This design comes from an exercise in tuning for small area on the open sky130 flow, not from production work. In this exercise RTL edits were held to simulation tests only and were not proved equivalent to the original. Power is estimated from default activity; no workload was simulated.

Setup of run A:
==> flow/design.v (excerpt) <==
module dsp_xor_bank_top (
    input  logic        clock,
    input  logic        arst_n,
    input  logic [7:0]  paddr,
    input  logic        psel,
    input  logic        penable,
    input  logic        pwrite,
    input  logic [31:0] pwdata,
    output logic [31:0] prdata,
    output logic        pready,
    output logic        pslverr
);
    logic [23:0] opnd [16];    
    logic [23:0] res  [8];     
    logic [3:0]  mode;
    logic        clr;          
    logic        launch;       
    logic        busy;         
    logic        done;         
    logic access, wr;
    logic is_operand, is_result, is_ctrl, is_mode, is_status, mapped;
    logic go_ok, mode_ok, err;
    assign access     = psel & penable;
    assign wr         = access & pwrite & ~clr;
    assign is_operand = (paddr[7:6] == 2'b00) && (paddr[1:0] == 2'b00);
    assign is_result  = (paddr[7:5] == 3'b010) && (paddr[1:0] == 2'b00);
    assign is_ctrl    = (paddr == 8'h80);
  ...
Settings: LEC_CHECK=0, ABC_AREA=1, CAP_MARGIN=0, CORE_MARGIN=2, CORE_UTILIZATION=65, GPL_TIMING_DRIVEN=0, SLEW_MARGIN=0; clock period 8.0 ns.
standard.sh (not shown) runs the stock make flow with config.mk's settings and CLKGATE_MAP_FILE= SYNTH_SCRIPT=/design/flow/synth_recipe.tcl, a recipe that flattens the netlist after the stock synthesis.
==> flow/flow/run.sh <==
#!/bin/bash
# Own flow: the standard ORFS flow, with three changes that only affect
# how the layout is built:
#  - ABC maps for area with &nf (abc_area.script here replaces ORFS's copy),
#  - ports are buffered with buf_1,
#  - CTS uses clkbuf_8 with clusters of up to 16 sinks and no dummy loads.
set -euo pipefail
W=$PWD
rm -rf "$W/scripts_mod"
cp -r "$FLOW_HOME/scripts" "$W/scripts_mod"
cp "$W/flow/abc_area.script" "$W/scripts_mod/abc_area.script"
export SCRIPTS_DIR="$W/scripts_mod"
export BUFFER_PORTS_ARGS="-buffer_cell sky130_fd_sc_hd__buf_1"
export CTS_ARGS="-sink_clustering_enable -repair_clock_nets -dont_use_dummy_load -buf_list sky130_fd_sc_hd__clkbuf_8 -sink_clustering_size 16 -sink_clustering_max_diameter 50"
bash standard.sh > "$W/standard_flow.log" 2>&1
==> flow/flow/abc_area.script <==
&get -n
&st
&dch -f
&nf -a -p -F 8 -A 8 -C 32 -R 1000
&put
topo
stime -c
Input changes introduced in run B (baseline for comparison: run A):
- a change of CORE_UTILIZATION from 65 to 70
- a deleted GPL_TIMING_DRIVEN that had been 0
Findings:
Run B ended with every stage complete and zero timing, DRC or antenna violations. In the metrics for run B and run A, the one carrying the lower area of all placed cells without fillers is run B. Looking at count of buffers not belonging to the clock network in the layout, run B sits below run A. Relative to run A, global router's overall resource usage increased by 6.7 points in run B. Against run A, run B reports a total cell area at the placement stage that is lower. Run B improves on run A in maximum achievable frequency. Run B against run A: CTS clock-pin slew for the worst setup and hold paths increased 20 ps; routed wire length increased 6100 um; part of the total power dissipated in combinational logic essentially unchanged; data arrival time of the worst path decreased 660 ps. Sort run B and run A by final worst-path cycle share, ascending, and run B comes first.
### run B -> run C
- CORE_UTILIZATION: 70 -> 60
==> flow/flow/run.sh <==
#!/bin/bash
# Own flow: the standard ORFS flow, with three changes that only affect
# how the layout is built:
#  - ABC maps for area with &nf (abc_area.script here replaces ORFS's copy),
#  - ports are buffered with buf_1,
#  - CTS uses clkbuf_4 and no dummy loads.
set -euo pipefail
W=$PWD
rm -rf "$W/scripts_mod"
cp -r "$FLOW_HOME/scripts" "$W/scripts_mod"
cp "$W/flow/abc_area.script" "$W/scripts_mod/abc_area.script"
export SCRIPTS_DIR="$W/scripts_mod"
export BUFFER_PORTS_ARGS="-buffer_cell sky130_fd_sc_hd__buf_1"
export CTS_ARGS="-sink_clustering_enable -repair_clock_nets -dont_use_dummy_load -buf_list sky130_fd_sc_hd__clkbuf_4"
bash standard.sh > "$W/standard_flow.log" 2>&1
==> flow/flow/abc_area.script <==
&get -n
&st
&dch -f
&nf -a -p -F 8 -A 8 -C 32
&put
topo
stime -c
==> comparison <==
Combinational power share, run C and run B: higher on run B. Summary of run C over run B: met1 wire length picked up an extra about 1%, clock network fraction of design power went up 6.4 points, final critical-path required period went up 120 ps, count of buffers from port buffering essentially unchanged. Run C | status: complete | timing, DRC, antenna: pass. Maximum resistive drop on vdd (higher): run B. Synthesized cell count (run C vs. run B) increases slightly. Compared with run B, run C shows a clock edge transition at the registers on the reported setup and hold paths that is 40 ps lower. On run C: number of global-route vias before repair is 256 lower than what run B gave.
### run C -> run D
- swapping 60 for 65 in CORE_UTILIZATION
==> flow/flow/run.sh <==
#!/bin/bash
# Own flow: the standard ORFS flow, with three changes that only affect
# how the layout is built:
#  - ABC maps for area with &nf (abc_area.script here replaces ORFS's copy),
#  - ports are buffered with buf_1,
#  - CTS uses clkbuf_8 with clusters of up to 16 sinks and no dummy loads.
set -euo pipefail
W=$PWD
rm -rf "$W/scripts_mod"
cp -r "$FLOW_HOME/scripts" "$W/scripts_mod"
cp "$W/flow/abc_area.script" "$W/scripts_mod/abc_area.script"
export SCRIPTS_DIR="$W/scripts_mod"
export BUFFER_PORTS_ARGS="-buffer_cell sky130_fd_sc_hd__buf_1"
export CTS_ARGS="-sink_clustering_enable -repair_clock_nets -dont_use_dummy_load -buf_list sky130_fd_sc_hd__clkbuf_8 -sink_clustering_size 16 -sink_clustering_max_diameter 50"
bash standard.sh > "$W/standard_flow.log" 2>&1
==> flow/flow/abc_area.script <==
&get -n
&st
&dch -f
&nf -a -p -F 8 -A 8 -C 32 -R 1000
&put
topo
stime -c
- Both conditions hold for run D: the flow ran to the end and the final layout passed the timing, design-rule and antenna checks.
- Depth of the worst register-to-register path ends up higher on run C.
- Taking run C over run D, the number of clock buffer instances in the layout ratio works out to 3.0.
- Comparing run D and run C, combinational group share of total power is lower on run C.
- Number of antenna violations at the first check in global routing was lower in the run labelled run D.
[inputs] run E vs run D
==> flow/flow/abc_area.script <==
&get -n
&st
&dch -f
&nf -a -p -F 8 -A 8 -C 32
&put
topo
stime -c
Findings:
Run E: done, clean on timing, DRC and antenna. Re count of cells along the worst register-to-register path: run D was lower than run E. Going from run D to run E, synthesized instance count grew slightly. Summary of run E over run D: final worst setup slack higher, fraction of area in multi-input gates higher, ratio of routed vias to standard cells lower. Run E ended up with met5 as its highest metal layer used by the detailed router; run D ended up with met4.

static timing again, ports no longer ideal:
The flow's constraints put no driver on any port. The routed layouts listed below were extracted and timed again, unchanged, in two steps.
Step 1: set_driving_cell puts a clkbuf_16 on clock and a buf_2 on each other input, an assumption about the parent block.
Step 2, shift: input delay + t, output delay - t, t = (earliest + latest rising clock arrival at the registers) / 2. This alone moves slack from input paths to output paths.
a / b / c = no drivers / after step 1 / after step 2; a / b = the first two.
run | t (ns) | slack for setup (ns) | clock arrival spread, ns | worst register clock-pin slew, ns | cell pins on the clock port's net
run A | 0.676 | 0.846 / 0.822 / 0.822 | 0.065 / 0.065 | 0.10 / 0.10 | 1
run B | 0.655 | 1.511 / 1.483 / 1.483 | 0.045 / 0.045 | 0.10 / 0.10 | 1
run C | 0.867 | 1.395 / 1.366 / 1.366 | 0.059 / 0.059 | 0.07 / 0.07 | 1
run D | 0.693 | 1.041 / 1.021 / 1.021 | 0.070 / 0.070 | 0.11 / 0.11 | 1
run E | 0.651 | 1.396 / 1.374 / 1.374 | 0.043 / 0.043 | 0.10 / 0.10 | 1
After both steps every run listed still meets setup and hold. The setup slack of run C, which loses most, moves by -0.029 ns with the drivers and by -0.029 ns with both steps.
